This is an optimization exercise on Yosys and OpenROAD, whose aim is a short achievable clock period and few clock cycles, not a production implementation. At most, simulation tests tie the RTL to the original design; equivalence was not proved. For run 1, only the layout was checked, not whether the RTL still works. Power and IR drop assume default switching activity.

--- flow/run.sh ---
#!/bin/bash
# synth_recipe.tcl (not shown) runs the flow's synth.tcl, then flattens the netlist and writes it again
# the make line also repeats each setting of config.mk as NAME=value (left out here)
make -C /OpenROAD-flow-scripts/flow DESIGN_CONFIG=/design/flow/config.mk WORK_HOME=/design/flow/orfs CLKGATE_MAP_FILE= SYNTH_SCRIPT=/design/flow/synth_recipe.tcl finish
--- flow/config.mk ---
export PLATFORM = sky130hd
export DESIGN_NAME = rvCore
export DESIGN_NICKNAME = rvCore
export VERILOG_FILES = /design/flow/design.v
export SDC_FILE = /design/flow/constraint.sdc
export NUM_CORES = 4
export LEC_CHECK = 0
export ABC_CLOCK_PERIOD_IN_PS = 3000
export CAP_MARGIN = 20
export CORE_MARGIN = 2
export CORE_UTILIZATION = 40
export SETUP_SLACK_MARGIN = 4.5
export SLEW_MARGIN = 20
--- flow/constraint.sdc ---
create_clock -name core_clock -period 8.0 [get_ports {clk}]
set_input_delay 1.6000 -clock core_clock [delete_from_list [all_inputs] [get_ports {clk}]]
set_output_delay 1.6000 -clock core_clock [all_outputs]
set_load 0.01 [all_outputs]
--- flow/design.v ---
`timescale 1ns/10ps
package rvCorePkg;
	localparam int xlen = 32;
	typedef logic [xlen-1:0] word_t;
	typedef logic [4:0] regAddr_t;
	localparam logic [6:0] opOp     = 7'b0110011;
	localparam logic [6:0] opOpImm  = 7'b0010011;
	localparam logic [6:0] opLoad   = 7'b0000011;
	localparam logic [6:0] opStore  = 7'b0100011;
	localparam logic [6:0] opBranch = 7'b1100011;
	localparam logic [6:0] opJal    = 7'b1101111;
	localparam logic [6:0] opLui    = 7'b0110111;
	localparam int btbEntries = 8;
	localparam int btbIdxBits = 3;
endpackage
`timescale 1ns/10ps
module instrFetch (
	input  logic             clk,
	input  logic             reset,
	input  logic             stall,
	input  logic             exRedirect,
	input  logic             misToTarget,
	input  logic             misToSeq,
	input  rvCorePkg::word_t exTarget,
	input  rvCorePkg::word_t exSeq,
	input  logic             idRedirect,
	input  rvCorePkg::word_t idTarget,
	input  logic             btbUpdate,
	input  logic             btbTaken,
	input  rvCorePkg::word_t btbPc,
	input  rvCorePkg::word_t btbTarget,
	input  rvCorePkg::word_t instrData,
	output rvCorePkg::word_t pc,
	output logic             fetchValid,
	output rvCorePkg::word_t fetchPc,
	output rvCorePkg::word_t fetchInstr,
	output logic             fetchPredTaken
);
	localparam int n = rvCorePkg::btbEntries;
	logic [n-1:0]     btbValid;
	rvCorePkg::word_t btbTag [n];
	rvCorePkg::word_t btbDest [n];
	logic [rvCorePkg::btbIdxBits-1:0] victim;
	logic             uValid;
	logic             uTaken;
	logic [n-1:0]     uHit;
	rvCorePkg::word_t uPc;
	rvCorePkg::word_t uTarget;
	logic [n-1:0]     hitF;
	logic [n-1:0]     hitE;
	logic             predF;
	rvCorePkg::word_t predPc;
	rvCorePkg::word_t pcNext;
	rvCorePkg::word_t pcFront;
	always_comb begin
		predPc = '0;
		for (int i = 0; i < n; i++) begin
			hitF[i] = btbValid[i] && btbTag[i] == pc;
			hitE[i] = btbValid[i] && btbTag[i] == btbPc;
			predPc = predPc | (hitF[i] ? btbDest[i] : '0);
		end
	end
	assign predF = |hitF;
	always_comb begin
		if (stall)           pcFront = pc;
		else if (idRedirect) pcFront = idTarget;
		else if (predF)      pcFront = predPc;
		else                 pcFront = pc + 32'd4;
		if (misToTarget)     pcNext = exTarget;
		else if (misToSeq)   pcNext = exSeq;
		else                 pcNext = pcFront;
	end
	always_ff @(posedge clk) begin
		if (reset) pc <= '0;
		else       pc <= pcNext;
	end
	always_ff @(posedge clk) begin
		if (reset || exRedirect || idRedirect) begin
			fetchValid <= 1'b0;
		end else if (!stall) begin
			fetchValid <= 1'b1;
		end
		if (!stall) begin
			fetchPc        <= pc;
			fetchInstr     <= instrData;
			fetchPredTaken <= predF;
		end
	end
	always_ff @(posedge clk) begin
		uPc     <= btbPc;
		uTarget <= btbTarget;
		uTaken  <= btbTaken;
		uHit    <= hitE;
		if (reset) uValid <= 1'b0;
		else       uValid <= btbUpdate;
	end
	always_ff @(posedge clk) begin
		if (reset) begin
			btbValid <= '0;
			victim   <= '0;
		end else if (uValid) begin
			if (uTaken) begin
				if (uHit == '0) begin
					btbValid[victim] <= 1'b1;
					btbTag[victim]   <= uPc;
					btbDest[victim]  <= uTarget;
					victim <= victim + 1'b1;
				end
			end else begin
				btbValid <= btbValid & ~uHit;
			end
		end
	end
endmodule
`timescale 1ns/10ps
module instrDecode (
	input  logic                valid,
	input  rvCorePkg::word_t    fetchPc,
	input  rvCorePkg::word_t    fetchInstr,
	input  logic                fetchPredTaken,
	input  rvCorePkg::word_t    rd1,
	input  rvCorePkg::word_t    rd2,
	input  logic                exRegWrite,
	input  logic                exLoad,
	input  rvCorePkg::regAddr_t exRd,
	input  logic                memRegWrite,
	input  logic                memLoad,
	input  rvCorePkg::regAddr_t memRd,
	input  rvCorePkg::word_t    memAlu,
	input  rvCorePkg::word_t    memData,
	input  logic                exRedirect,
	output rvCorePkg::regAddr_t rs1,
	output rvCorePkg::regAddr_t rs2,
	output logic                stall,
	output logic                idRedirect,
	output rvCorePkg::word_t    idTarget,
	output logic                dValid,
	output rvCorePkg::word_t    dA,
	output rvCorePkg::word_t    dB,
	output rvCorePkg::word_t    dS,
	output logic                dFwdA,
	output logic                dFwdB,
	output logic                dFwdS,
	output rvCorePkg::word_t    dConst,
	output logic [7:0]          dSel,
	output logic                dSub,
	output logic                dArith,
	output logic                dRegWrite,
	output logic                dLoad,
	output logic                dStore,
	output logic                dBranch,
	output logic                dBne,
	output logic                dJal,
	output logic                dPredTaken,
	output rvCorePkg::word_t    dPc,
	output rvCorePkg::word_t    dTarget,
	output rvCorePkg::word_t    dPc4,
	output rvCorePkg::regAddr_t dRd
);
	logic [6:0] opcode;
	logic [2:0] funct3;
	logic       alt;
	rvCorePkg::regAddr_t rd;
	rvCorePkg::word_t immI, immS, immB, immJ, immU;
	logic isOp, isOpImm, isLoad, isStore, isBranch, isJal, isLui;
	logic usesRs1, usesRs2;
	rvCorePkg::word_t v1, v2;
	logic staticTaken;
	rvCorePkg::word_t targetJ, targetB;
	assign opcode = fetchInstr[6:0];
	assign funct3 = fetchInstr[14:12];
	assign alt    = fetchInstr[30];
	assign rd     = fetchInstr[11:7];
	assign rs1    = fetchInstr[19:15];
	assign rs2    = fetchInstr[24:20];
	assign immI = {{20{fetchInstr[31]}}, fetchInstr[31:20]};
	assign immS = {{20{fetchInstr[31]}}, fetchInstr[31:25], fetchInstr[11:7]};
	assign immB = {{19{fetchInstr[31]}}, fetchInstr[31], fetchInstr[7], fetchInstr[30:25], fetchInstr[11:8], 1'b0};
	assign immJ = {{11{fetchInstr[31]}}, fetchInstr[31], fetchInstr[19:12], fetchInstr[20], fetchInstr[30:21], 1'b0};
	assign immU = {fetchInstr[31:12], 12'b0};
	assign isOp     = opcode == rvCorePkg::opOp;
	assign isOpImm  = opcode == rvCorePkg::opOpImm;
	assign isLoad   = opcode == rvCorePkg::opLoad;
	assign isStore  = opcode == rvCorePkg::opStore;
	assign isBranch = opcode == rvCorePkg::opBranch;
	assign isJal    = opcode == rvCorePkg::opJal;
	assign isLui    = opcode == rvCorePkg::opLui;
	assign usesRs1 = (isOp || isOpImm || isLoad || isStore || isBranch) && rs1 != '0;
	assign usesRs2 = (isOp || isStore || isBranch) && rs2 != '0;
	always_comb begin
		v1 = rd1;
		if (memRegWrite && memRd == rs1) v1 = memLoad ? memData : memAlu;
		if (rs1 == '0) v1 = '0;
		v2 = rd2;
		if (memRegWrite && memRd == rs2) v2 = memLoad ? memData : memAlu;
		if (rs2 == '0) v2 = '0;
	end
	assign stall = valid && exLoad && exRd != '0 &&
		((usesRs1 && exRd == rs1) || (usesRs2 && exRd == rs2));
	assign staticTaken = isJal || (isBranch && fetchInstr[31]);
	assign targetJ     = fetchPc + immJ;
	assign targetB     = fetchPc + immB;
	assign idTarget    = isJal ? targetJ : targetB;
	assign idRedirect  = valid && staticTaken && !fetchPredTaken && !stall && !exRedirect;
	assign dValid    = valid && !stall && !exRedirect;
	assign dA        = v1;
	assign dB        = isOp || isBranch ? v2 : (isStore ? immS : immI);
	assign dS        = v2;
	assign dFwdA     = usesRs1 && exRegWrite && exRd == rs1;
	assign dFwdB     = (isOp || isBranch) && usesRs2 && exRegWrite && exRd == rs2;
	assign dFwdS     = usesRs2 && exRegWrite && exRd == rs2;
	assign dConst    = isLui ? immU : fetchPc + 32'd4;
	assign dPc       = fetchPc;
	assign dPc4      = fetchPc + 32'd4;
	assign dTarget   = idTarget;
	assign dRd       = rd;
	always_comb begin
		dSel   = '0;
		dSub   = 1'b0;
		dArith = alt;
		if (isOp || isOpImm) begin
			case (funct3)
				3'b000: dSel[0] = 1'b1;
				3'b010: dSel[1] = 1'b1;
				3'b111: dSel[2] = 1'b1;
				3'b110: dSel[3] = 1'b1;
				3'b100: dSel[4] = 1'b1;
				3'b001: dSel[5] = 1'b1;
				3'b101: dSel[6] = 1'b1;
				default: dSel[0] = 1'b1;
			endcase
			dSub = (funct3 == 3'b000 && isOp && alt) || funct3 == 3'b010;
		end else if (isLui || isJal) begin
			dSel[7] = 1'b1;
		end else begin
			dSel[0] = 1'b1;
		end
	end
	assign dRegWrite  = (isOp || isOpImm || isLoad || isLui || isJal) && rd != '0;
	assign dLoad      = isLoad;
	assign dStore     = isStore;
	assign dBranch    = isBranch;
	assign dBne       = funct3[0];
	assign dJal       = isJal;
	assign dPredTaken = fetchPredTaken || staticTaken;
endmodule
`timescale 1ns/10ps
module regFile (
	input  logic                clk,
	input  logic                reset,
	input  rvCorePkg::regAddr_t rs1,
	input  rvCorePkg::regAddr_t rs2,
	input  logic                wrEn,
	input  rvCorePkg::regAddr_t wrAddr,
	input  rvCorePkg::word_t    wrData,
	output rvCorePkg::word_t    rd1,
	output rvCorePkg::word_t    rd2
);
	rvCorePkg::word_t regs [1:31];
	always_ff @(posedge clk) begin
		if (reset) begin
			for (int i = 1; i < 32; i++) begin
				regs[i] <= '0;
			end
		end else if (wrEn && wrAddr != '0) begin
			regs[wrAddr] <= wrData;
		end
	end
	assign rd1 = (rs1 == '0) ? '0 : (wrEn && wrAddr == rs1) ? wrData : regs[rs1];
	assign rd2 = (rs2 == '0) ? '0 : (wrEn && wrAddr == rs2) ? wrData : regs[rs2];
endmodule
`timescale 1ns/10ps
module decodeExecReg (
	input  logic                clk,
	input  logic                reset,
	input  logic                dValid,
	input  rvCorePkg::word_t    exResult,
	input  rvCorePkg::word_t    dA,
	input  rvCorePkg::word_t    dB,
	input  rvCorePkg::word_t    dS,
	input  logic                dFwdA,
	input  logic                dFwdB,
	input  logic                dFwdS,
	input  rvCorePkg::word_t    dConst,
	input  logic [7:0]          dSel,
	input  logic                dSub,
	input  logic                dArith,
	input  logic                dRegWrite,
	input  logic                dLoad,
	input  logic                dStore,
	input  logic                dBranch,
	input  logic                dBne,
	input  logic                dJal,
	input  logic                dPredTaken,
	input  rvCorePkg::word_t    dPc,
	input  rvCorePkg::word_t    dTarget,
	input  rvCorePkg::word_t    dPc4,
	input  rvCorePkg::regAddr_t dRd,
	output rvCorePkg::word_t    eA,
	output rvCorePkg::word_t    eB,
	output rvCorePkg::word_t    eS,
	output rvCorePkg::word_t    eConst,
	output logic [7:0]          eSel,
	output logic                eSub,
	output logic                eArith,
	output logic                eRegWrite,
	output logic                eLoad,
	output logic                eStore,
	output logic                eBranch,
	output logic                eBne,
	output logic                eJal,
	output logic                ePredTaken,
	output rvCorePkg::word_t    ePc,
	output rvCorePkg::word_t    eTarget,
	output rvCorePkg::word_t    ePc4,
	output rvCorePkg::regAddr_t eRd
);
	always_ff @(posedge clk) begin
		eA      <= dFwdA ? exResult : dA;
		eB      <= dFwdB ? exResult : dB;
		eS      <= dFwdS ? exResult : dS;
		eConst  <= dConst;
		eSel    <= dSel;
		eSub    <= dSub;
		eArith  <= dArith;
		eBne    <= dBne;
		ePc     <= dPc;
		eTarget <= dTarget;
		ePc4    <= dPc4;
		eRd     <= dRd;
		if (reset || !dValid) begin
			eRegWrite  <= 1'b0;
			eLoad      <= 1'b0;
			eStore     <= 1'b0;
			eBranch    <= 1'b0;
			eJal       <= 1'b0;
			ePredTaken <= 1'b0;
		end else begin
			eRegWrite  <= dRegWrite;
			eLoad      <= dLoad;
			eStore     <= dStore;
			eBranch    <= dBranch;
			eJal       <= dJal;
			ePredTaken <= dPredTaken;
		end
	end
endmodule
`timescale 1ns/10ps
module executeUnit (
	input  logic                clk,
	input  logic                reset,
	input  rvCorePkg::word_t    eA,
	input  rvCorePkg::word_t    eB,
	input  rvCorePkg::word_t    eS,
	input  rvCorePkg::word_t    eConst,
	input  logic [7:0]          eSel,
	input  logic                eSub,
	input  logic                eArith,
	input  logic                eRegWrite,
	input  logic                eLoad,
	input  logic                eStore,
	input  logic                eBranch,
	input  logic                eBne,
	input  logic                eJal,
	input  logic                ePredTaken,
	input  rvCorePkg::word_t    ePc,
	input  rvCorePkg::word_t    eTarget,
	input  rvCorePkg::word_t    ePc4,
	input  rvCorePkg::regAddr_t eRd,
	input  rvCorePkg::word_t    memData,
	output rvCorePkg::word_t    exResult,
	output logic                exRedirect,
	output logic                misToTarget,
	output logic                misToSeq,
	output logic                btbUpdate,
	output logic                btbTaken,
	output rvCorePkg::word_t    btbPc,
	output rvCorePkg::word_t    btbTarget,
	output logic                mRegWrite,
	output logic                mLoad,
	output rvCorePkg::regAddr_t mRd,
	output rvCorePkg::word_t    mAlu,
	output logic                wEn,
	output rvCorePkg::regAddr_t wAddr,
	output rvCorePkg::word_t    wData,
	output logic                memRead,
	output logic                memWrite,
	output rvCorePkg::word_t    rwAddress,
	output rvCorePkg::word_t    writeData
);
	rvCorePkg::word_t a, b, s, bx, sum, res, sra;
	logic lt, eq, taken;
	logic mStore;
	rvCorePkg::word_t mStoreData;
	assign a = eA;
	assign b = eB;
	assign s = eS;
	assign bx  = eSub ? ~b : b;
	assign sum = a + bx + {31'b0, eSub};
	assign lt  = (a[31] ^ b[31]) ? a[31] : sum[31];
	assign sra = $signed(a) >>> b[4:0];
	always_comb begin
		res = '0;
		if (eSel[0]) res = res | sum;
		if (eSel[1]) res = res | {31'b0, lt};
		if (eSel[2]) res = res | (a & b);
		if (eSel[3]) res = res | (a | b);
		if (eSel[4]) res = res | (a ^ b);
		if (eSel[5]) res = res | (a << b[4:0]);
		if (eSel[6]) res = res | (eArith ? sra : a >> b[4:0]);
		if (eSel[7]) res = res | eConst;
	end
	assign eq    = a == b;
	assign taken = eJal || (eBranch && (eq ^ eBne));
	assign misToTarget = eBranch && !ePredTaken && (eq ^ eBne);
	assign misToSeq    = (eBranch && ePredTaken && !(eq ^ eBne)) ||
		(!eBranch && !eJal && ePredTaken);
	assign exRedirect  = misToTarget || misToSeq;
	assign exResult    = res;
	assign btbUpdate = eBranch || eJal;
	assign btbTaken  = taken;
	assign btbPc     = ePc;
	assign btbTarget = eTarget;
	always_ff @(posedge clk) begin
		mAlu       <= res;
		mStoreData <= s;
		mRd        <= eRd;
		wAddr      <= mRd;
		wData      <= mLoad ? memData : mAlu;
		if (reset) begin
			mRegWrite <= 1'b0;
			mLoad     <= 1'b0;
			mStore    <= 1'b0;
			wEn       <= 1'b0;
		end else begin
			mRegWrite <= eRegWrite;
			mLoad     <= eLoad;
			mStore    <= eStore;
			wEn       <= mRegWrite;
		end
	end
	assign memRead   = mLoad;
	assign memWrite  = mStore;
	assign rwAddress = mAlu;
	assign writeData = mStoreData;
endmodule
`timescale 1ns/10ps
module rvCore (
	input  logic             clk,
	input  logic             reset,
	input  rvCorePkg::word_t instrData,
	input  rvCorePkg::word_t memData,
	output rvCorePkg::word_t pc,
	output logic             memRead,
	output logic             memWrite,
	output rvCorePkg::word_t rwAddress,
	output rvCorePkg::word_t writeData
);
	logic                fetchValid;
	rvCorePkg::word_t    fetchPc;
	rvCorePkg::word_t    fetchInstr;
	logic                fetchPredTaken;
	logic                stall;
	logic                idRedirect;
	rvCorePkg::word_t    idTarget;
	logic                exRedirect;
	logic                misToTarget;
	logic                misToSeq;
	rvCorePkg::word_t    exResult;
	logic                btbUpdate;
	logic                btbTaken;
	rvCorePkg::word_t    btbPc;
	rvCorePkg::word_t    btbTarget;
	rvCorePkg::regAddr_t rs1, rs2;
	rvCorePkg::word_t    rd1, rd2;
	logic                dValid, dFwdA, dFwdB, dFwdS, dSub, dArith;
	logic                dRegWrite, dLoad, dStore, dBranch, dBne, dJal, dPredTaken;
	rvCorePkg::word_t    dA, dB, dS, dConst, dPc, dTarget, dPc4;
	logic [7:0]          dSel;
	rvCorePkg::regAddr_t dRd;
	logic                eSub, eArith;
	logic                eRegWrite, eLoad, eStore, eBranch, eBne, eJal, ePredTaken;
	rvCorePkg::word_t    eA, eB, eS, eConst, ePc, eTarget, ePc4;
	logic [7:0]          eSel;
	rvCorePkg::regAddr_t eRd;
	logic                mRegWrite, mLoad;
	rvCorePkg::regAddr_t mRd;
	rvCorePkg::word_t    mAlu;
	logic                wEn;
	rvCorePkg::regAddr_t wAddr;
	rvCorePkg::word_t    wData;
	instrFetch fetchStage (
		.clk            (clk),
		.reset          (reset),
		.stall          (stall),
		.exRedirect     (exRedirect),
		.misToTarget    (misToTarget),
		.misToSeq       (misToSeq),
		.exTarget       (eTarget),
		.exSeq          (ePc4),
		.idRedirect     (idRedirect),
		.idTarget       (idTarget),
		.btbUpdate      (btbUpdate),
		.btbTaken       (btbTaken),
		.btbPc          (btbPc),
		.btbTarget      (btbTarget),
		.instrData      (instrData),
		.pc             (pc),
		.fetchValid     (fetchValid),
		.fetchPc        (fetchPc),
		.fetchInstr     (fetchInstr),
		.fetchPredTaken (fetchPredTaken)
	);
	instrDecode decodeStage (
		.valid          (fetchValid),
		.fetchPc        (fetchPc),
		.fetchInstr     (fetchInstr),
		.fetchPredTaken (fetchPredTaken),
		.rd1            (rd1),
		.rd2            (rd2),
		.exRegWrite     (eRegWrite),
		.exLoad         (eLoad),
		.exRd           (eRd),
		.memRegWrite    (mRegWrite),
		.memLoad        (mLoad),
		.memRd          (mRd),
		.memAlu         (mAlu),
		.memData        (memData),
		.exRedirect     (exRedirect),
		.rs1            (rs1),
		.rs2            (rs2),
		.stall          (stall),
		.idRedirect     (idRedirect),
		.idTarget       (idTarget),
		.dValid         (dValid),
		.dA             (dA),
		.dB             (dB),
		.dS             (dS),
		.dFwdA          (dFwdA),
		.dFwdB          (dFwdB),
		.dFwdS          (dFwdS),
		.dConst         (dConst),
		.dSel           (dSel),
		.dSub           (dSub),
		.dArith         (dArith),
		.dRegWrite      (dRegWrite),
		.dLoad          (dLoad),
		.dStore         (dStore),
		.dBranch        (dBranch),
		.dBne           (dBne),
		.dJal           (dJal),
		.dPredTaken     (dPredTaken),
		.dPc            (dPc),
		.dTarget        (dTarget),
		.dPc4           (dPc4),
		.dRd            (dRd)
	);
	regFile registers (
		.clk    (clk),
		.reset  (reset),
		.rs1    (rs1),
		.rs2    (rs2),
		.wrEn   (wEn),
		.wrAddr (wAddr),
		.wrData (wData),
		.rd1    (rd1),
		.rd2    (rd2)
	);
	decodeExecReg decodeExec (
		.clk        (clk),
		.reset      (reset),
		.dValid     (dValid),
		.exResult   (exResult),
		.dA         (dA),
		.dB         (dB),
		.dS         (dS),
		.dFwdA      (dFwdA),
		.dFwdB      (dFwdB),
		.dFwdS      (dFwdS),
		.dConst     (dConst),
		.dSel       (dSel),
		.dSub       (dSub),
		.dArith     (dArith),
		.dRegWrite  (dRegWrite),
		.dLoad      (dLoad),
		.dStore     (dStore),
		.dBranch    (dBranch),
		.dBne       (dBne),
		.dJal       (dJal),
		.dPredTaken (dPredTaken),
		.dPc        (dPc),
		.dTarget    (dTarget),
		.dPc4       (dPc4),
		.dRd        (dRd),
		.eA         (eA),
		.eB         (eB),
		.eS         (eS),
		.eConst     (eConst),
		.eSel       (eSel),
		.eSub       (eSub),
		.eArith     (eArith),
		.eRegWrite  (eRegWrite),
		.eLoad      (eLoad),
		.eStore     (eStore),
		.eBranch    (eBranch),
		.eBne       (eBne),
		.eJal       (eJal),
		.ePredTaken (ePredTaken),
		.ePc        (ePc),
		.eTarget    (eTarget),
		.ePc4       (ePc4),
		.eRd        (eRd)
	);
	executeUnit backEnd (
		.clk        (clk),
		.reset      (reset),
		.eA         (eA),
		.eB         (eB),
		.eS         (eS),
		.eConst     (eConst),
		.eSel       (eSel),
		.eSub       (eSub),
		.eArith     (eArith),
		.eRegWrite  (eRegWrite),
		.eLoad      (eLoad),
		.eStore     (eStore),
		.eBranch    (eBranch),
		.eBne       (eBne),
		.eJal       (eJal),
		.ePredTaken (ePredTaken),
		.ePc        (ePc),
		.eTarget    (eTarget),
		.ePc4       (ePc4),
		.eRd        (eRd),
		.memData    (memData),
		.exResult   (exResult),
		.exRedirect (exRedirect),
		.misToTarget(misToTarget),
		.misToSeq   (misToSeq),
		.btbUpdate  (btbUpdate),
		.btbTaken   (btbTaken),
		.btbPc      (btbPc),
		.btbTarget  (btbTarget),
		.mRegWrite  (mRegWrite),
		.mLoad      (mLoad),
		.mRd        (mRd),
		.mAlu       (mAlu),
		.wEn        (wEn),
		.wAddr      (wAddr),
		.wData      (wData),
		.memRead    (memRead),
		.memWrite   (memWrite),
		.rwAddress  (rwAddress),
		.writeData  (writeData)
	);
endmodule
==> summary.txt, run 1 <==
Global route
  • Global-route wire length before repair: 562 mm
  • Largest net degree at the start of global routing: 65
  • Total gr overflow: 0
  • Vias in the first global route: 68.1k
  • Gr usage total: 30.5%
  • Initial antenna violation count: 52

Finish
  • Share of layout cells above drive strength 1: 24.9%
  • FILL cells: 22.4k
  • Fin util: 47.2%
  • Nets: 8026
  • P&R area growth vs syn: 17.4%
  • Fin cells: 11.4k

STA
  • Hold slack: 0.326 ns
  • Final worst-path cycle share: 48.1%
  • Slew margin rel.: 16.6%
  • Setup WS post-layout: 4.15 ns
  • Slew Viols, Final: 0
  • RSZ-0062 raised after global routing: true
  • Worst slew pin tran: 1.25 ns
  • Tmin final: 3.85 ns
  • Fmax: 260 MHz
  • Final Hold Viols: 0
  • Finish-stage setup viols: 0
  • Post-Route Setup TNS: 0 ns
  • Clock skew: 0.0763 ns

Floorplanning
  • Row count: 187
  • Die Y: 514 um
  • IO Pins: 164
  • Std-Cell Core Area: 259000 sq um
  • Chip width: 514 um
  • Die area: 264000 sq um
  • Starting density of the core: 40.2%

Logic synthesis
  • Synth top area share: 46.0%
  • Post-synth EDFFs: 1593
  • Post-synth top cells: 1593 x edfxtp_1, 1011 x and2_1, 688 x mux4_2
  • Synth warn: 5
  • Cell taking the most area after synthesis: edfxtp_1
  • Main synth FF type: edfxtp_1
  • Most frequent cell after synthesis: edfxtp_1
  • Area contributors post-synth: edfxtp_1 46%, mux4_2 15%, dfxtp_1 9.2%, and2_1 6.1%, xnor2_1 4.1%
  • Cell variety after synth: 96
  • Syn Area/Cell: 13.7 sq um
  • Async SR Flop Fraction: 0%
  • Synth Cell Area: 104000 sq um
  • Post-Synthesis Cells: 7591
  • Sequential area share after synthesis: 55.2%
  • Seq cells post-synth: 2073

Power and ir drop
  • VDD IR max: 266 uV
  • P_leak: 43.4 nW
  • PwrDens: 230 nW/um^2

Worst setup path
  • Req. time, crit path: 8.77 ns
  • Crit path launch type: flop
  • Critical Path Sink Type: flop
  • Worst Path Max Fanout: 9
  • Arr. time, crit path: 4.62 ns
  • Kind of critical path: reg -> reg

Clock network
  • Longest Clk Path Bufs: 3
  • Root buf cell: clkbuf_16
  • Clock sinks: 2073
  • Worst-skew pair later-pin latency: 0.92 ns
  • H-tree Lvls: 4
  • Hold buffers post-CTS: 0
  • CTS tree: built
  • Clock Pin Slew Worst Setup and Hold Paths: 0.07 ns
  • Num CTS Buffers: 217

Place
  • Setup slack at placement: 2.73 ns
  • Port Buffers: 163
  • Hpwl dp: 273 mm
  • GP Congestion: 1.00
  • # placed instances: 10.7k

Detailed routing
  • 1st-pass router iterations: 8
  • DR DRC count: 0
  • Post-DRT Antenna Nets: 0
  • Vias per cell: 6.37
  • Initial DRC count: 12.2k
  • WL per Instance: 37.0 um
  • Total routed wirelength: 423 mm
  • Via count: 72.8k

Run
  • Max-cap violations: 0

Hold path
  • Hold Crit Class: reg -> reg

Outcome
  • Status: timing/DRC/antenna clean
[registers in the layout (all words and copies together) (netlist names), 30 cells and up, named ones only]
| signal | count |
|---|---|
| decodeExec.eA | 32 |
| decodeExec.eConst | 32 |
| fetchStage.pc | 32 |
| fetchStage.fetchInstr | 32 |
| backEnd.mAlu | 32 |
| fetchStage.btbDest | 256 |
| decodeExec.eB | 32 |
| registers.regs | 1024 |
| fetchStage.uTarget | 31 |
| fetchStage.uPc | 32 |
| backEnd.wData | 32 |
| decodeExec.eTarget | 31 |
| fetchStage.fetchPc | 32 |
| backEnd.mStoreData | 32 |
| decodeExec.ePc | 32 |
| decodeExec.eS | 32 |
| fetchStage.btbTag | 248 |
| decodeExec.ePc4 | 30 |
[routing by layer]
metal  vias to the layer above  track usage (%)  wire length, um
met5                         -                0              145
met4                        20             11.8            20100
met3                       811             9.95            59600
met2                      5169             42.5           176000
met1                     37587             43.9           167000
li1                      29179                -                -
[worst max-delay path, cell delays in order (launching register included)]
cell and delay (ns):
edfxtp_1 0.43, nand2b_4 0.18, nor3_4 0.26, buf_4 0.16
buf_6 0.11, buf_6 0.13, a21o_1 0.18, ha_4 0.25
a211oi_2 0.21, nor2_2 0.10, o41ai_2 0.33, buf_4 0.18
a31oi_1 0.12, a211oi_4 0.30, o21ai_2 0.10, or4_4 0.49
a21oi_2 0.13, o211ai_1 0.08
[worst paths after layout]
| kind | startpoint | to | cells past startpoint | slack, ns |
|---|---|---|---|---|
| min reg2reg | decodeExec.eS[0] | backEnd.mStoreData[0] | 0 | 0.33 |
| min | decodeExec.eS[0] | backEnd.mStoreData[0] | 0 | 0.33 |
| max reg2reg | fetchStage.fetchInstr[4] | fetchStage.pc[31] | 17 | 4.15 |
| max | fetchStage.fetchInstr[4] | fetchStage.pc[31] | 17 | 4.15 |
[per-stage QoR]
stage	instance area [sq um]	power (mW)
floorplan	104000	14.8
global placement	109000	17.0
CTS	120000	27.7
global route	122000	28.7
finish	122000	28.1
detailed placement	109000	17.0
[repair_timing]
item,4_1_cts,5_1_grt
resized for setup,435,253
endpoints found under the setup margin,1374,1013
cloned,19,43
hold endpoints to repair,0,0
pin swaps,57,138
setup buffers,122,102
[power breakdown]
part | internal (mW) | switching (mW)
combinational | 1.62 | 2.35
sequential | 12.1 | 1.38
clock | 5.99 | 4.66
total | 19.7 | 8.40
[layout make-up]
type                            instances  area [sq um]  share of cell area, %
Sequential cell                      2073         57700                   47.3
Multi-Input combinational cell       4836         46100                   37.8
Timing Repair Buffer                  558          6030                   4.94
Clock buffer                          289          5990                   4.90
Tap cell                             3402          4260                   3.48
Clock inverter                        124          1460                   1.20
Inverter                              139           524                  0.429
Antenna cell                            9          22.5                 0.0184
[logic make-up (layout without fill, tap and decap cells)]
| logic type | after synthesis | after routing | share of synthesized area, % |
|---|---|---|---|
| simple gates | 2111 | 2157 | 11.3 |
| flops | 2073 | 2073 | 55.2 |
| compound gates | 949 | 949 | 6.25 |
| mux | 889 | 890 | 16.9 |
| buf+inv | 760 | 1110 | 2.97 |
| xor+xnor | 673 | 673 | 5.67 |
| fa+ha+maj | 135 | 135 | 1.64 |
| other cells | 1 | 41 | 0.00361 |
[cell usage in the layout (no fill, tap or decap), drive strengths merged, types with 22 or more instances in the layout]
cell	n
buf	382
nand4	140
a211oi	65
o211ai	56
clkbuf	291
nor3	65
inv	148
mux2	64
ha	133
a31oi	31
mux2i	138
a21o	41
and2	1012
clkdlybuf4s50	123
nand2	262
conb	32
a221oi	71
clkinv	84
and3	31
or2	60
nand2b	22
dlygate4sd2	34
nor2	333
o22ai	43
xor2	191
a22o	63
nand3	79
o21ai	206
a21oi	166
xnor2	482
a22oi	70
edfxtp	1593
mux4	688
dfxtp	480
nor4	71
==> inputs of run 2 (changes only) <==
--- a/flow/design.v
+++ b/flow/design.v
@@ -20,8 +20,5 @@
 	input  logic             stall,
 	input  logic             exRedirect,
-	input  logic             misToTarget,
-	input  logic             misToSeq,
 	input  rvCorePkg::word_t exTarget,
-	input  rvCorePkg::word_t exSeq,
 	input  logic             idRedirect,
 	input  rvCorePkg::word_t idTarget,
@@ -52,5 +49,4 @@
 	rvCorePkg::word_t predPc;
 	rvCorePkg::word_t pcNext;
-	rvCorePkg::word_t pcFront;
 	always_comb begin
 		predPc = '0;
@@ -63,11 +59,9 @@
 	assign predF = |hitF;
 	always_comb begin
-		if (stall)           pcFront = pc;
-		else if (idRedirect) pcFront = idTarget;
-		else if (predF)      pcFront = predPc;
-		else                 pcFront = pc + 32'd4;
-		if (misToTarget)     pcNext = exTarget;
-		else if (misToSeq)   pcNext = exSeq;
-		else                 pcNext = pcFront;
+		if (exRedirect)      pcNext = exTarget;
+		else if (stall)      pcNext = pc;
+		else if (idRedirect) pcNext = idTarget;
+		else if (predF)      pcNext = predPc;
+		else                 pcNext = pc + 32'd4;
 	end
 	always_ff @(posedge clk) begin
@@ -167,5 +161,4 @@
 	rvCorePkg::word_t v1, v2;
 	logic staticTaken;
-	rvCorePkg::word_t targetJ, targetB;
 	assign opcode = fetchInstr[6:0];
 	assign funct3 = fetchInstr[14:12];
@@ -199,7 +192,5 @@
 		((usesRs1 && exRd == rs1) || (usesRs2 && exRd == rs2));
 	assign staticTaken = isJal || (isBranch && fetchInstr[31]);
-	assign targetJ     = fetchPc + immJ;
-	assign targetB     = fetchPc + immB;
-	assign idTarget    = isJal ? targetJ : targetB;
+	assign idTarget    = fetchPc + (isJal ? immJ : immB);
 	assign idRedirect  = valid && staticTaken && !fetchPredTaken && !stall && !exRedirect;
 	assign dValid    = valid && !stall && !exRedirect;
@@ -275,5 +266,4 @@
 	input  logic                reset,
 	input  logic                dValid,
-	input  rvCorePkg::word_t    exResult,
 	input  rvCorePkg::word_t    dA,
 	input  rvCorePkg::word_t    dB,
@@ -300,4 +290,7 @@
 	output rvCorePkg::word_t    eB,
 	output rvCorePkg::word_t    eS,
+	output logic                eFwdA,
+	output logic                eFwdB,
+	output logic                eFwdS,
 	output rvCorePkg::word_t    eConst,
 	output logic [7:0]          eSel,
@@ -317,7 +310,10 @@
 );
 	always_ff @(posedge clk) begin
-		eA      <= dFwdA ? exResult : dA;
-		eB      <= dFwdB ? exResult : dB;
-		eS      <= dFwdS ? exResult : dS;
+		eA      <= dA;
+		eB      <= dB;
+		eS      <= dS;
+		eFwdA   <= dFwdA;
+		eFwdB   <= dFwdB;
+		eFwdS   <= dFwdS;
 		eConst  <= dConst;
 		eSel    <= dSel;
@@ -353,4 +349,7 @@
 	input  rvCorePkg::word_t    eB,
 	input  rvCorePkg::word_t    eS,
+	input  logic                eFwdA,
+	input  logic                eFwdB,
+	input  logic                eFwdS,
 	input  rvCorePkg::word_t    eConst,
 	input  logic [7:0]          eSel,
@@ -369,8 +368,6 @@
 	input  rvCorePkg::regAddr_t eRd,
 	input  rvCorePkg::word_t    memData,
-	output rvCorePkg::word_t    exResult,
 	output logic                exRedirect,
-	output logic                misToTarget,
-	output logic                misToSeq,
+	output rvCorePkg::word_t    exTarget,
 	output logic                btbUpdate,
 	output logic                btbTaken,
@@ -393,7 +390,7 @@
 	logic mStore;
 	rvCorePkg::word_t mStoreData;
-	assign a = eA;
-	assign b = eB;
-	assign s = eS;
+	assign a = eFwdA ? mAlu : eA;
+	assign b = eFwdB ? mAlu : eB;
+	assign s = eFwdS ? mAlu : eS;
 	assign bx  = eSub ? ~b : b;
 	assign sum = a + bx + {31'b0, eSub};
@@ -413,9 +410,7 @@
 	assign eq    = a == b;
 	assign taken = eJal || (eBranch && (eq ^ eBne));
-	assign misToTarget = eBranch && !ePredTaken && (eq ^ eBne);
-	assign misToSeq    = (eBranch && ePredTaken && !(eq ^ eBne)) ||
+	assign exRedirect = (eBranch && (taken != ePredTaken)) ||
 		(!eBranch && !eJal && ePredTaken);
-	assign exRedirect  = misToTarget || misToSeq;
-	assign exResult    = res;
+	assign exTarget   = taken ? eTarget : ePc4;
 	assign btbUpdate = eBranch || eJal;
 	assign btbTaken  = taken;
@@ -465,7 +460,5 @@
 	rvCorePkg::word_t    idTarget;
 	logic                exRedirect;
-	logic                misToTarget;
-	logic                misToSeq;
-	rvCorePkg::word_t    exResult;
+	rvCorePkg::word_t    exTarget;
 	logic                btbUpdate;
 	logic                btbTaken;
@@ -479,5 +472,5 @@
 	logic [7:0]          dSel;
 	rvCorePkg::regAddr_t dRd;
-	logic                eSub, eArith;
+	logic                eFwdA, eFwdB, eFwdS, eSub, eArith;
 	logic                eRegWrite, eLoad, eStore, eBranch, eBne, eJal, ePredTaken;
 	rvCorePkg::word_t    eA, eB, eS, eConst, ePc, eTarget, ePc4;
@@ -495,8 +488,5 @@
 		.stall          (stall),
 		.exRedirect     (exRedirect),
-		.misToTarget    (misToTarget),
-		.misToSeq       (misToSeq),
-		.exTarget       (eTarget),
-		.exSeq          (ePc4),
+		.exTarget       (exTarget),
 		.idRedirect     (idRedirect),
 		.idTarget       (idTarget),
@@ -571,5 +561,4 @@
 		.reset      (reset),
 		.dValid     (dValid),
-		.exResult   (exResult),
 		.dA         (dA),
 		.dB         (dB),
@@ -596,4 +585,7 @@
 		.eB         (eB),
 		.eS         (eS),
+		.eFwdA      (eFwdA),
+		.eFwdB      (eFwdB),
+		.eFwdS      (eFwdS),
 		.eConst     (eConst),
 		.eSel       (eSel),
@@ -618,4 +610,7 @@
 		.eB         (eB),
 		.eS         (eS),
+		.eFwdA      (eFwdA),
+		.eFwdB      (eFwdB),
+		.eFwdS      (eFwdS),
 		.eConst     (eConst),
 		.eSel       (eSel),
@@ -634,8 +629,6 @@
 		.eRd        (eRd),
 		.memData    (memData),
-		.exResult   (exResult),
 		.exRedirect (exRedirect),
-		.misToTarget(misToTarget),
-		.misToSeq   (misToSeq),
+		.exTarget   (exTarget),
 		.btbUpdate  (btbUpdate),
 		.btbTaken   (btbTaken),
==> summary.txt, run 2 <==
Worst setup path
  • Arr. time, crit path: 4.75 ns
  • Kind of critical path: reg -> reg
  • Reg2reg path depth: 15
  • Worst-path cell chain: buf_12 > buf_6 > mux2i_4 > ha_4 > nor4_4 > nand4_1 > buf_6 > o21a_4 > o311ai_4 > o21ai_4 > buf_8 > or3_4 > a31oi_4 > or3b_1 > nand3_1
  • Top Family by Delay on Critical Path: simple AND/OR/NAND/NOR gates
  • Req. time, crit path: 8.76 ns
  • Worst Path Max Fanout: 6
  • Crit path launch type: flop
  • Critical Path Sink Type: flop
  • Logic depth of the worst path, buffers included: 15
  • Worst Path Buf+Inv: 4
  • CP max stage delay: 0.44 ns
  • Max stage delay cell, worst path: dfxtp_4
  • Worst reg-to-reg setup slack: 4.01 ns
  • Worst path most repeated cell: buf_6

Logic synthesis
  • Synth warn: 5
  • Synth Cell Area: 104000 sq um
  • Most frequent cell after synthesis: edfxtp_1
  • Compound-gate portion of the synthesized area: 6.23%
  • Post-synthesis mux area share: 16.6%
  • Post-Synthesis Cells: 7803
  • Seq cells post-synth: 2076
  • Post-synth top cells: 1593 x edfxtp_1, 1013 x and2_1, 640 x mux4_2
  • Cell variety after synth: 96
  • Area contributors post-synth: edfxtp_1 46%, mux4_2 14%, dfxtp_1 9.3%, and2_1 6.1%, xnor2_1 3.4%
  • Sequential area share after synthesis: 55.3%
  • Main synth FF type: edfxtp_1
  • Async SR Flop Fraction: 0%
  • Largest family of logic cells by synthesized area: multiplexers
  • Post-synth EDFFs: 1593
  • Post-Synth Adder-Cell Area: 1.63%
  • Cell taking the most area after synthesis: edfxtp_1
  • Post-synthesis xor/xnor area fraction: 5.69%
  • Syn Area/Cell: 13.3 sq um
  • Synth top area share: 46.0%
  • Simple-gate area share of the yosys netlist: 11.6%

Floorplanning
  • IO Pins: 164
  • Row count: 187
  • Die area: 264000 sq um
  • Starting density of the core: 40.1%
  • Die Y: 514 um
  • Std-Cell Core Area: 259000 sq um
  • Chip width: 514 um

Place
  • Port Buffers: 163
  • Placed Area: 110000 sq um
  • Hpwl dp: 241 mm
  • Setup slack at placement: 2.55 ns
  • GP Congestion: 0.963

Detailed routing
  • Total routed wirelength: 399 mm
  • Post-DRT Antenna Nets: 0
  • WL met1: 152 mm
  • 1st-pass router iterations: 6
  • WL per Instance: 34.2 um
  • Uppermost routed layer: met5
  • Vias per cell: 6.18
  • Routed wl met2: 184 mm
  • Via count: 72.1k
  • Met3 routed WL: 38.3 mm
  • DR DRC count: 0
  • Initial DRC count: 10.3k

Clock network
  • Clock sinks: 2076
  • Root buf cell: clkbuf_16
  • Num CTS Buffers: 219
  • Longest Clk Path Bufs: 3
  • H-tree Lvls: 4
  • Worst-skew pair later-pin latency: 0.91 ns
  • Clock Pin Slew Worst Setup and Hold Paths: 0.06 ns
  • CTS tree: built

Global route
  • Vias in the first global route: 70.9k
  • Initial antenna violation count: 25
  • Gr usage total: 29.4%
  • Largest net degree at the start of global routing: 104
  • Total gr overflow: 0
  • Global-route wire length before repair: 549 mm

Finish
  • Final Cell Area: 124000 sq um
  • P&R area growth vs syn: 18.7%
  • Share of layout cells above drive strength 1: 24.4%
  • Nets: 8272
  • Largest regs: registers.regs (1024), fetchStage.btbDest (256), fetchStage.btbTag (248)
  • Most common cell after layout, fill and taps aside: edfxtp_1
  • Biggest register: registers.regs
  • Max FFs per register: 1024
  • Commonest cells after routing, fill and taps aside: 1593 x edfxtp_1, 1011 x and2_1, 640 x mux4_2, 408 x nor2_1, 405 x dfxtp_1

STA
  • Slew margin rel.: 22.1%
  • Setup WS post-layout: 4.01 ns
  • Slew Viols, Final: 0
  • Final worst-path cycle share: 49.9%
  • Clock skew: 0.104 ns
  • Worst slew pin tran: 1.17 ns
  • RSZ-0062 raised after global routing: true
  • Finish-stage setup viols: 0
  • Tmin final: 3.99 ns
  • Post-Route Setup TNS: 0 ns
  • Final Hold Viols: 0
  • Fmax: 250 MHz

Outcome
  • Status: timing/DRC/antenna clean

Power and ir drop
  • Total power: 27.6 mW
  • VDD IR max: 238 uV
  • PwrDens: 223 nW/um^2
  • P_leak: 44.6 nW

Run
  • Max-cap violations: 0

Hold path
  • Hold Crit Class: reg -> reg
  • Hold depth: 0
==> run 2: cells by family after synthesis <==
kind of cell,after synthesis
AO/OA/AOI/OAI,991
XOR/XNOR,676
adder cells (fa/ha/maj),134
buffers and inverters,780
flip-flops,2076
multiplexers,918
other,1
AND/OR/NAND/NOR,2227
==> run 2: final timing paths <==
kind                                             start                endpoint
worst max-delay path                  decodeExec.eFwdB       fetchStage.pc[30]
worst min-delay path            decodeExec.eTarget[31]  fetchStage.uTarget[31]
worst max register to register        decodeExec.eFwdB       fetchStage.pc[30]
worst min register to register  decodeExec.eTarget[31]  fetchStage.uTarget[31]
==> run 2: what timing repair did <==
| action | CTS | global route |
|---|---|---|
| setup endpoints to repair | 1281 | 761 |
| gates cloned | 22 | 10 |
| resized for setup | 521 | 261 |
| hold buffers | 0 | 0 |
| pin swaps | 77 | 106 |
| setup buffers | 181 | 63 |
==> run 2: metrics by stage <==
stage / std cells / util, % / hold slack [ns]
global placement: 10975 / 42.4 / 0.361
global route: 11668 / 47.6 / 0.383
finish: 11674 / 47.6 / 0.379
CTS: 11591 / 46.9 / 0.372
floorplan: 7834 / - / 0.327
detailed placement: 10976 / 42.5 / 0.356
==> run 2: power by group <==
part	switching [mW]	internal [mW]	total (mW)
sequential	0.976	12.2	13.1
combinational	2.28	1.55	3.83
clock	4.59	6.00	10.6
total	7.85	19.7	27.6
==> run 2: final cells by class <==
| type | instances | area [sq um] |
|---|---|---|
| Timing Repair inverter | 4 | 25.0 |
| Sequential cell | 2076 | 57700 |
| Multi-Input combinational cell | 4982 | 46400 |
| Tap cell | 3402 | 4260 |
| Clock buffer | 283 | 6030 |
| Inverter | 142 | 564 |
| Clock inverter | 129 | 1450 |
| Fill cell | 22453 | 136000 |
| Antenna cell | 9 | 22.5 |
| Timing Repair Buffer | 647 | 7040 |
==> run 2: metal layers <==
| metal | global-route usage (%) | up-vias |
|---|---|---|
| met5 | 0 | - |
| met3 | 4.91 | 897 |
| met2 | 46.6 | 4480 |
| met1 | 39.0 | 37045 |
| li1 | - | 29663 |
| met4 | 14.9 | 12 |
Testbench counts of run 2, summed over its fixed seeds: cycles 40,624.
==> inputs of run 3 (changes only) <==
--- a/flow/design.v
+++ b/flow/design.v
@@ -18,7 +18,11 @@
 	input  logic             clk,
 	input  logic             reset,
+	input  logic             bulkReset,
 	input  logic             stall,
 	input  logic             exRedirect,
+	input  logic             misToTarget,
+	input  logic             misToSeq,
 	input  rvCorePkg::word_t exTarget,
+	input  rvCorePkg::word_t exSeq,
 	input  logic             idRedirect,
 	input  rvCorePkg::word_t idTarget,
@@ -31,6 +35,10 @@
 	output logic             fetchValid,
 	output rvCorePkg::word_t fetchPc,
+	output rvCorePkg::word_t fetchPc4,
+	output rvCorePkg::word_t fetchTarget,
 	output rvCorePkg::word_t fetchInstr,
-	output logic             fetchPredTaken
+	output logic             fetchPredTaken,
+	output logic [31:1]      fetchRs1Sel,
+	output logic [31:1]      fetchRs2Sel
 );
 	localparam int n = rvCorePkg::btbEntries;
@@ -49,4 +57,12 @@
 	rvCorePkg::word_t predPc;
 	rvCorePkg::word_t pcNext;
+	rvCorePkg::word_t pcFront;
+	rvCorePkg::word_t pcPlus4;
+	rvCorePkg::word_t immJ, immB, targetJ, targetB;
+	assign immJ    = {{11{instrData[31]}}, instrData[31], instrData[19:12], instrData[20], instrData[30:21], 1'b0};
+	assign immB    = {{19{instrData[31]}}, instrData[31], instrData[7], instrData[30:25], instrData[11:8], 1'b0};
+	assign targetJ = pc + immJ;
+	assign targetB = pc + immB;
+	assign pcPlus4 = pc + 32'd4;
 	always_comb begin
 		predPc = '0;
@@ -59,9 +75,11 @@
 	assign predF = |hitF;
 	always_comb begin
-		if (exRedirect)      pcNext = exTarget;
-		else if (stall)      pcNext = pc;
-		else if (idRedirect) pcNext = idTarget;
-		else if (predF)      pcNext = predPc;
-		else                 pcNext = pc + 32'd4;
+		if (stall)           pcFront = pc;
+		else if (idRedirect) pcFront = idTarget;
+		else if (predF)      pcFront = predPc;
+		else                 pcFront = pcPlus4;
+		if (misToTarget)     pcNext = exTarget;
+		else if (misToSeq)   pcNext = exSeq;
+		else                 pcNext = pcFront;
 	end
 	always_ff @(posedge clk) begin
@@ -77,6 +95,12 @@
 		if (!stall) begin
 			fetchPc        <= pc;
+			fetchPc4       <= pcPlus4;
+			fetchTarget    <= instrData[3] ? targetJ : targetB;
 			fetchInstr     <= instrData;
 			fetchPredTaken <= predF;
+			for (int i = 1; i < 32; i++) begin
+				fetchRs1Sel[i] <= instrData[19:15] == i;
+				fetchRs2Sel[i] <= instrData[24:20] == i;
+			end
 		end
 	end
@@ -90,5 +114,5 @@
 	end
 	always_ff @(posedge clk) begin
-		if (reset) begin
+		if (bulkReset) begin
 			btbValid <= '0;
 			victim   <= '0;
@@ -111,4 +135,6 @@
 	input  logic                valid,
 	input  rvCorePkg::word_t    fetchPc,
+	input  rvCorePkg::word_t    fetchPc4,
+	input  rvCorePkg::word_t    fetchTarget,
 	input  rvCorePkg::word_t    fetchInstr,
 	input  logic                fetchPredTaken,
@@ -124,4 +150,6 @@
 	input  rvCorePkg::word_t    memData,
 	input  logic                exRedirect,
+	input  logic                exAdd,
+	input  logic                exSumZero,
 	output rvCorePkg::regAddr_t rs1,
 	output rvCorePkg::regAddr_t rs2,
@@ -156,9 +184,11 @@
 	logic       alt;
 	rvCorePkg::regAddr_t rd;
-	rvCorePkg::word_t immI, immS, immB, immJ, immU;
+	rvCorePkg::word_t immI, immS, immU;
 	logic isOp, isOpImm, isLoad, isStore, isBranch, isJal, isLui;
 	logic usesRs1, usesRs2;
 	rvCorePkg::word_t v1, v2;
 	logic staticTaken;
+	logic knownHere, knownTaken, predTaken;
+	rvCorePkg::word_t jumpTarget;
 	assign opcode = fetchInstr[6:0];
 	assign funct3 = fetchInstr[14:12];
@@ -169,6 +199,4 @@
 	assign immI = {{20{fetchInstr[31]}}, fetchInstr[31:20]};
 	assign immS = {{20{fetchInstr[31]}}, fetchInstr[31:25], fetchInstr[11:7]};
-	assign immB = {{19{fetchInstr[31]}}, fetchInstr[31], fetchInstr[7], fetchInstr[30:25], fetchInstr[11:8], 1'b0};
-	assign immJ = {{11{fetchInstr[31]}}, fetchInstr[31], fetchInstr[19:12], fetchInstr[20], fetchInstr[30:21], 1'b0};
 	assign immU = {fetchInstr[31:12], 12'b0};
 	assign isOp     = opcode == rvCorePkg::opOp;
@@ -192,6 +220,11 @@
 		((usesRs1 && exRd == rs1) || (usesRs2 && exRd == rs2));
 	assign staticTaken = isJal || (isBranch && fetchInstr[31]);
-	assign idTarget    = fetchPc + (isJal ? immJ : immB);
-	assign idRedirect  = valid && staticTaken && !fetchPredTaken && !stall && !exRedirect;
+	assign jumpTarget  = fetchTarget;
+	assign knownHere = isBranch && exAdd && exRegWrite &&
+		((rs2 == '0 && rs1 != '0 && exRd == rs1) || (rs1 == '0 && rs2 != '0 && exRd == rs2));
+	assign knownTaken = exSumZero ^ funct3[0];
+	assign predTaken  = knownHere ? knownTaken : (fetchPredTaken || staticTaken);
+	assign idTarget    = predTaken ? jumpTarget : fetchPc4;
+	assign idRedirect  = valid && (predTaken != fetchPredTaken) && !stall && !exRedirect;
 	assign dValid    = valid && !stall && !exRedirect;
 	assign dA        = v1;
@@ -201,8 +234,8 @@
 	assign dFwdB     = (isOp || isBranch) && usesRs2 && exRegWrite && exRd == rs2;
 	assign dFwdS     = usesRs2 && exRegWrite && exRd == rs2;
-	assign dConst    = isLui ? immU : fetchPc + 32'd4;
+	assign dConst    = isLui ? immU : fetchPc4;
 	assign dPc       = fetchPc;
-	assign dPc4      = fetchPc + 32'd4;
-	assign dTarget   = idTarget;
+	assign dPc4      = fetchPc4;
+	assign dTarget   = jumpTarget;
 	assign dRd       = rd;
 	always_comb begin
@@ -234,15 +267,18 @@
 	assign dBne       = funct3[0];
 	assign dJal       = isJal;
-	assign dPredTaken = fetchPredTaken || staticTaken;
+	assign dPredTaken = predTaken;
 endmodule
 `timescale 1ns/10ps
 module regFile (
 	input  logic                clk,
-	input  logic                reset,
+	input  logic                bulkReset,
 	input  rvCorePkg::regAddr_t rs1,
 	input  rvCorePkg::regAddr_t rs2,
+	input  logic [31:1]         rs1Sel,
+	input  logic [31:1]         rs2Sel,
 	input  logic                wrEn,
 	input  rvCorePkg::regAddr_t wrAddr,
 	input  rvCorePkg::word_t    wrData,
+	input  logic [31:1]         wrSel,
 	output rvCorePkg::word_t    rd1,
 	output rvCorePkg::word_t    rd2
@@ -250,14 +286,25 @@
 	rvCorePkg::word_t regs [1:31];
 	always_ff @(posedge clk) begin
-		if (reset) begin
+		if (bulkReset) begin
 			for (int i = 1; i < 32; i++) begin
 				regs[i] <= '0;
 			end
-		end else if (wrEn && wrAddr != '0) begin
-			regs[wrAddr] <= wrData;
+		end else begin
+			for (int i = 1; i < 32; i++) begin
+				if (wrSel[i]) regs[i] <= wrData;
+			end
+		end
+	end
+	rvCorePkg::word_t read1, read2;
+	always_comb begin
+		read1 = '0;
+		read2 = '0;
+		for (int i = 1; i < 32; i++) begin
+			read1 = read1 | (rs1Sel[i] ? regs[i] : '0);
+			read2 = read2 | (rs2Sel[i] ? regs[i] : '0);
 		end
 	end
-	assign rd1 = (rs1 == '0) ? '0 : (wrEn && wrAddr == rs1) ? wrData : regs[rs1];
-	assign rd2 = (rs2 == '0) ? '0 : (wrEn && wrAddr == rs2) ? wrData : regs[rs2];
+	assign rd1 = (wrEn && wrAddr == rs1 && rs1 != '0) ? wrData : read1;
+	assign rd2 = (wrEn && wrAddr == rs2 && rs2 != '0) ? wrData : read2;
 endmodule
 `timescale 1ns/10ps
@@ -266,4 +313,5 @@
 	input  logic                reset,
 	input  logic                dValid,
+	input  rvCorePkg::word_t    exResult,
 	input  rvCorePkg::word_t    dA,
 	input  rvCorePkg::word_t    dB,
@@ -289,8 +337,6 @@
 	output rvCorePkg::word_t    eA,
 	output rvCorePkg::word_t    eB,
+	output rvCorePkg::word_t    eBx,
 	output rvCorePkg::word_t    eS,
-	output logic                eFwdA,
-	output logic                eFwdB,
-	output logic                eFwdS,
 	output rvCorePkg::word_t    eConst,
 	output logic [7:0]          eSel,
@@ -310,10 +356,8 @@
 );
 	always_ff @(posedge clk) begin
-		eA      <= dA;
-		eB      <= dB;
-		eS      <= dS;
-		eFwdA   <= dFwdA;
-		eFwdB   <= dFwdB;
-		eFwdS   <= dFwdS;
+		eA      <= dFwdA ? exResult : dA;
+		eB      <= dFwdB ? exResult : dB;
+		eBx     <= dFwdB ? (dSub ? ~exResult : exResult) : (dSub ? ~dB : dB);
+		eS      <= dFwdS ? exResult : dS;
 		eConst  <= dConst;
 		eSel    <= dSel;
@@ -348,8 +392,6 @@
 	input  rvCorePkg::word_t    eA,
 	input  rvCorePkg::word_t    eB,
+	input  rvCorePkg::word_t    eBx,
 	input  rvCorePkg::word_t    eS,
-	input  logic                eFwdA,
-	input  logic                eFwdB,
-	input  logic                eFwdS,
 	input  rvCorePkg::word_t    eConst,
 	input  logic [7:0]          eSel,
@@ -368,6 +410,10 @@
 	input  rvCorePkg::regAddr_t eRd,
 	input  rvCorePkg::word_t    memData,
+	output rvCorePkg::word_t    exResult,
+	output logic                exAdd,
+	output logic                exSumZero,
 	output logic                exRedirect,
-	output rvCorePkg::word_t    exTarget,
+	output logic                misToTarget,
+	output logic                misToSeq,
 	output logic                btbUpdate,
 	output logic                btbTaken,
@@ -381,4 +427,5 @@
 	output rvCorePkg::regAddr_t wAddr,
 	output rvCorePkg::word_t    wData,
+	output logic [31:1]         wSel,
 	output logic                memRead,
 	output logic                memWrite,
@@ -390,8 +437,8 @@
 	logic mStore;
 	rvCorePkg::word_t mStoreData;
-	assign a = eFwdA ? mAlu : eA;
-	assign b = eFwdB ? mAlu : eB;
-	assign s = eFwdS ? mAlu : eS;
-	assign bx  = eSub ? ~b : b;
+	assign a = eA;
+	assign b = eB;
+	assign s = eS;
+	assign bx  = eBx;
 	assign sum = a + bx + {31'b0, eSub};
 	assign lt  = (a[31] ^ b[31]) ? a[31] : sum[31];
@@ -410,7 +457,16 @@
 	assign eq    = a == b;
 	assign taken = eJal || (eBranch && (eq ^ eBne));
-	assign exRedirect = (eBranch && (taken != ePredTaken)) ||
+	assign misToTarget = eBranch && !ePredTaken && (eq ^ eBne);
+	assign misToSeq    = (eBranch && ePredTaken && !(eq ^ eBne)) ||
 		(!eBranch && !eJal && ePredTaken);
-	assign exTarget   = taken ? eTarget : ePc4;
+	assign exRedirect  = misToTarget || misToSeq;
+	assign exResult    = res;
+	assign exAdd = eSel[0] && !eSub && !eLoad;
+	always_comb begin
+		exSumZero = !(a[0] ^ b[0]);
+		for (int i = 1; i < 32; i++) begin
+			exSumZero = exSumZero && ((a[i] ^ b[i]) == (a[i-1] | b[i-1]));
+		end
+	end
 	assign btbUpdate = eBranch || eJal;
 	assign btbTaken  = taken;
@@ -422,4 +478,7 @@
 		mRd        <= eRd;
 		wAddr      <= mRd;
+		for (int i = 1; i < 32; i++) begin
+			wSel[i] <= !reset && mRegWrite && mRd == i;
+		end
 		wData      <= mLoad ? memData : mAlu;
 		if (reset) begin
@@ -453,12 +512,21 @@
 );
 	logic                fetchValid;
+	logic                bulkReset;
 	rvCorePkg::word_t    fetchPc;
+	rvCorePkg::word_t    fetchPc4;
+	rvCorePkg::word_t    fetchTarget;
 	rvCorePkg::word_t    fetchInstr;
 	logic                fetchPredTaken;
+	logic [31:1]         fetchRs1Sel;
+	logic [31:1]         fetchRs2Sel;
 	logic                stall;
 	logic                idRedirect;
 	rvCorePkg::word_t    idTarget;
 	logic                exRedirect;
-	rvCorePkg::word_t    exTarget;
+	logic                misToTarget;
+	logic                misToSeq;
+	rvCorePkg::word_t    exResult;
+	logic                exAdd;
+	logic                exSumZero;
 	logic                btbUpdate;
 	logic                btbTaken;
@@ -472,6 +540,7 @@
 	logic [7:0]          dSel;
 	rvCorePkg::regAddr_t dRd;
-	logic                eFwdA, eFwdB, eFwdS, eSub, eArith;
+	logic                eSub, eArith;
 	logic                eRegWrite, eLoad, eStore, eBranch, eBne, eJal, ePredTaken;
+	rvCorePkg::word_t    eBx;
 	rvCorePkg::word_t    eA, eB, eS, eConst, ePc, eTarget, ePc4;
 	logic [7:0]          eSel;
@@ -483,10 +552,18 @@
 	rvCorePkg::regAddr_t wAddr;
 	rvCorePkg::word_t    wData;
+	logic [31:1]         wSel;
+	always_ff @(posedge clk) begin
+		bulkReset <= reset;
+	end
 	instrFetch fetchStage (
 		.clk            (clk),
 		.reset          (reset),
+		.bulkReset      (bulkReset),
 		.stall          (stall),
 		.exRedirect     (exRedirect),
-		.exTarget       (exTarget),
+		.misToTarget    (misToTarget),
+		.misToSeq       (misToSeq),
+		.exTarget       (eTarget),
+		.exSeq          (ePc4),
 		.idRedirect     (idRedirect),
 		.idTarget       (idTarget),
@@ -499,10 +576,16 @@
 		.fetchValid     (fetchValid),
 		.fetchPc        (fetchPc),
+		.fetchPc4       (fetchPc4),
+		.fetchTarget    (fetchTarget),
 		.fetchInstr     (fetchInstr),
-		.fetchPredTaken (fetchPredTaken)
+		.fetchPredTaken (fetchPredTaken),
+		.fetchRs1Sel    (fetchRs1Sel),
+		.fetchRs2Sel    (fetchRs2Sel)
 	);
 	instrDecode decodeStage (
 		.valid          (fetchValid),
 		.fetchPc        (fetchPc),
+		.fetchPc4       (fetchPc4),
+		.fetchTarget    (fetchTarget),
 		.fetchInstr     (fetchInstr),
 		.fetchPredTaken (fetchPredTaken),
@@ -518,4 +601,6 @@
 		.memData        (memData),
 		.exRedirect     (exRedirect),
+		.exAdd          (exAdd),
+		.exSumZero      (exSumZero),
 		.rs1            (rs1),
 		.rs2            (rs2),
@@ -547,11 +632,14 @@
 	);
 	regFile registers (
-		.clk    (clk),
-		.reset  (reset),
+		.clk       (clk),
+		.bulkReset (bulkReset),
 		.rs1    (rs1),
 		.rs2    (rs2),
+		.rs1Sel (fetchRs1Sel),
+		.rs2Sel (fetchRs2Sel),
 		.wrEn   (wEn),
 		.wrAddr (wAddr),
 		.wrData (wData),
+		.wrSel  (wSel),
 		.rd1    (rd1),
 		.rd2    (rd2)
@@ -561,4 +649,5 @@
 		.reset      (reset),
 		.dValid     (dValid),
+		.exResult   (exResult),
 		.dA         (dA),
 		.dB         (dB),
@@ -584,8 +673,6 @@
 		.eA         (eA),
 		.eB         (eB),
+		.eBx        (eBx),
 		.eS         (eS),
-		.eFwdA      (eFwdA),
-		.eFwdB      (eFwdB),
-		.eFwdS      (eFwdS),
 		.eConst     (eConst),
 		.eSel       (eSel),
@@ -609,8 +696,6 @@
 		.eA         (eA),
 		.eB         (eB),
+		.eBx        (eBx),
 		.eS         (eS),
-		.eFwdA      (eFwdA),
-		.eFwdB      (eFwdB),
-		.eFwdS      (eFwdS),
 		.eConst     (eConst),
 		.eSel       (eSel),
@@ -629,6 +714,10 @@
 		.eRd        (eRd),
 		.memData    (memData),
+		.exResult   (exResult),
+		.exAdd      (exAdd),
+		.exSumZero  (exSumZero),
 		.exRedirect (exRedirect),
-		.exTarget   (exTarget),
+		.misToTarget(misToTarget),
+		.misToSeq   (misToSeq),
 		.btbUpdate  (btbUpdate),
 		.btbTaken   (btbTaken),
@@ -642,4 +731,5 @@
 		.wAddr      (wAddr),
 		.wData      (wData),
+		.wSel       (wSel),
 		.memRead    (memRead),
 		.memWrite   (memWrite),
--- a/flow/config.mk
+++ b/flow/config.mk
@@ -6,8 +6,8 @@
 export NUM_CORES = 4
 export LEC_CHECK = 0
-export ABC_CLOCK_PERIOD_IN_PS = 3000
+export ABC_CLOCK_PERIOD_IN_PS = 2800
 export CAP_MARGIN = 20
 export CORE_MARGIN = 2
 export CORE_UTILIZATION = 40
-export SETUP_SLACK_MARGIN = 4.5
+export SETUP_SLACK_MARGIN = 5
 export SLEW_MARGIN = 20
==> summary.txt, run 3 <==
Outcome
  • Status: timing/DRC/antenna clean

Finish
  • Biggest register: registers.regs
  • Fin cells: 13.4k
  • Final Cell Area: 124000 sq um
  • Nets: 10.0k
  • Commonest cells after routing, fill and taps aside: 1351 x dfxtp_1, 1289 x nor2_1, 1020 x mux2i_1, 692 x edfxtp_1, 483 x buf_4
  • Fin util: 49.4%
  • Largest regs: registers.regs (992), fetchStage.btbDest (256), fetchStage.btbTag (248)
  • Share of layout cells above drive strength 1: 22.0%
  • Max FFs per register: 992
  • P&R area growth vs syn: 23.1%
  • Most common cell after layout, fill and taps aside: dfxtp_1
  • FILL cells: 22.3k

Clock network
  • Worst-skew pair later-pin latency: 0.94 ns
  • Clock sinks: 2218
  • Root buf cell: clkbuf_16
  • H-tree Lvls: 4
  • Clock Pin Slew Worst Setup and Hold Paths: 0.07 ns
  • CTS tree: built
  • Hold buffers post-CTS: 0
  • Longest Clk Path Bufs: 3
  • Num CTS Buffers: 228

STA
  • RSZ-0062 raised after global routing: true
  • Setup WS post-layout: 4.20 ns
  • Post-Route Setup TNS: 0 ns
  • Fmax: 263 MHz
  • Hold slack: 0.328 ns
  • Slew Viols, Final: 0
  • Final Hold Viols: 0
  • Final worst-path cycle share: 47.5%
  • Clock skew: 0.0738 ns
  • Worst slew pin tran: 1.35 ns
  • Tmin final: 3.80 ns
  • Slew margin rel.: 10.2%
  • Finish-stage setup viols: 0

Worst setup path
  • CP max stage delay: 0.49 ns
  • Critical Path Sink Type: flop
  • Worst Path Max Fanout: 6
  • Req. time, crit path: 8.77 ns
  • Crit path launch type: flop
  • Worst-path cell chain: inv_1 > ha_4 > nor4_4 > nand4_1 > buf_6 > o2111a_2 > or3_4 > or2_4 > nor2_8 > buf_12 > buf_6 > a21oi_4 > buf_6 > a222oi_1 > a211oi_2
  • Worst Setup SP: decodeExec.eA[17]
  • Worst R2R Start: decodeExec.eA[17]
  • Max stage delay cell, worst path: nor4_4
  • Arr. time, crit path: 4.57 ns
  • Kind of critical path: reg -> reg
  • Reg2reg path depth: 15
  • Worst path most repeated cell: buf_6

Global route
  • Vias in the first global route: 83.9k
  • Gr usage total: 37.3%
  • Global-route wire length before repair: 679 mm
  • Total gr overflow: 0
  • Initial antenna violation count: 41
  • Largest net degree at the start of global routing: 237

Power and ir drop
  • Sw Pwr: 6.05 mW
  • P_leak: 43.6 nW
  • Total power: 24.7 mW
  • PwrDens: 199 nW/um^2
  • VDD IR max: 259 uV
  • Sequential Power Share: 48.6%
  • Switching share of power: 24.5%
  • Internal power: 18.6 mW
  • Clock power frac: 46.1%
  • Comb power frac: 5.3%

Logic synthesis
  • Async SR Flop Fraction: 0%
  • Main synth FF type: dfxtp_1
  • Post-Synth Adder-Cell Area: 1.69%
  • Synth warn: 7
  • Area contributors post-synth: dfxtp_1 30%, edfxtp_1 21%, mux2i_1 10%, nor2_1 4.9%, a22oi_1 3.3%
  • Post-synthesis mux area share: 12.8%
  • Cell variety after synth: 90
  • Post-synthesis xor/xnor area fraction: 5.91%
  • Largest family of logic cells by synthesized area: compound AO/OA/AOI/OAI gates
  • Sequential area share after synthesis: 50.9%
  • Simple-gate area share of the yosys netlist: 10.6%
  • Seq cells post-synth: 2218
  • Cell taking the most area after synthesis: dfxtp_1
  • Post-synth EDFFs: 692
  • Syn Area/Cell: 10.7 sq um
  • Synth top area share: 30.3%
  • Post-Synthesis Cells: 9448
  • Post-synth top cells: 1526 x dfxtp_1, 1324 x nor2_1, 1034 x mux2i_1
  • Compound-gate portion of the synthesized area: 14.3%
  • Most frequent cell after synthesis: dfxtp_1
  • Synth Cell Area: 101000 sq um

Detailed routing
  • Initial DRC count: 17.9k
  • 1st-pass router iterations: 13
  • WL per Instance: 37.6 um
  • Via count: 90.3k
  • Post-DRT Antenna Nets: 0
  • Total routed wirelength: 503 mm
  • Vias per cell: 6.75
  • DR DRC count: 0

Place
  • Hpwl dp: 296 mm
  • Port Buffers: 163
  • Placed Area: 106000 sq um
  • Setup slack at placement: 2.29 ns
  • # placed instances: 12.4k
  • GP Congestion: 1.02

Hold path
  • Hold depth: 0
  • Hold Path Origin: decodeExec.eS[1]
  • Hold Crit Class: reg -> reg

Run
  • Max-cap violations: 0

Floorplanning
  • Die Y: 506 um
  • Die area: 256000 sq um
  • Row count: 184
  • IO Pins: 164
  • Std-Cell Core Area: 251000 sq um
  • Chip width: 506 um
  • Starting density of the core: 40.2%
-- run 3: changes by cell type after synthesis, sizes merged, moves of 110 or more --
cell / before / now
a221oi: 30 / 332
mux4: 640 / 73
mux2i: 216 / 1035
a22oi: 103 / 438
a21oi: 296 / 186
nand4: 115 / 228
edfxtp: 1593 / 692
nor2: 456 / 1328
and2: 1014 / 24
a22o: 25 / 309
clkbuf: 444 / 605
dfxtp: 483 / 1526
-- run 3: what timing repair did --
item,CTS,global route
resized for setup,1513,389
pin swaps,199,202
setup buffers,380,129
setup endpoints to repair,917,868
cloned,22,7
-- run 3: power groups by stage --
| stage | Clock, mW | Sequential [mW] | Combinational [mW] |
|---|---|---|---|
| detailed placement | 0 | 12.2 | 0.917 |
| finish | 11.4 | 12.0 | 1.30 |
| floorplan | 0 | 12.0 | 0.619 |
| global route | 11.8 | 12.0 | 1.30 |
| CTS | 11.4 | 12.0 | 1.14 |
| global placement | 0 | 12.2 | 0.918 |
-- run 3: area by class of cell --
class / instances / area (sq um) / area share, %
sequential: 2218 / 51800 / 41.8
multi-input combinational: 6275 / 49700 / 40.0
timing repair buffer: 941 / 9730 / 7.84
clock buffer: 328 / 6670 / 5.37
tap: 3348 / 4190 / 3.38
clock inverter: 105 / 1330 / 1.07
inverter: 130 / 578 / 0.466
antenna: 26 / 65.1 / 0.0524
timing repair inverter: 6 / 60.1 / 0.0484
-- run 3: worst max-delay path, delay by kind of cell, from the launching register on --
kind                       cells  cell delay (ns)
DFF                            1             0.37
and+or+nand+nor                5             1.52
buffers and inverters          5             0.62
AOI/OAI and AO/OA              4             0.86
adders and majority gates      1             0.23
-- run 3: path summary, 6_finish.rpt --
kind / to / slack, ns
hold reg to reg: backEnd.mStoreData[1] / 0.33
hold / removal: backEnd.mStoreData[1] / 0.33
setup / recovery: fetchStage.pc[7] / 4.20
setup reg to reg: fetchStage.pc[7] / 4.20
-- run 3: cell families (layout without fill, tap and decap cells) --
kind of cell               after synthesis  after routing
other                                    0             26
AOI/OAI and AO/OA                     1879           1880
muxes                                 1184           1184
and+or+nand+nor                       2391           2397
adders and majority gates              134            134
DFF                                   2218           2218
xor gates and xnor gates               680            680
buffers and inverters                  962           1510
-- run 3: routing by layer --
layer  track usage, %  up-vias  wire (um)
met3             15.2     2286      79300
met5            0.648        -        342
met1             47.3    43995     180000
li1                 -    35706          -
met4             24.4       32      43200
met2             52.0     8274     200000
Testbench counts of run 3, summed over its fixed seeds: cycles 39,587.

Check on run 3: ideal ports give 4.202 ns setup slack; a clkbuf_16 on the clock port and buf_2 on the inputs give 4.202 ns; moving port delays by the midpoint clock arrival (1.013 ns) as well gives 3.332 ns.
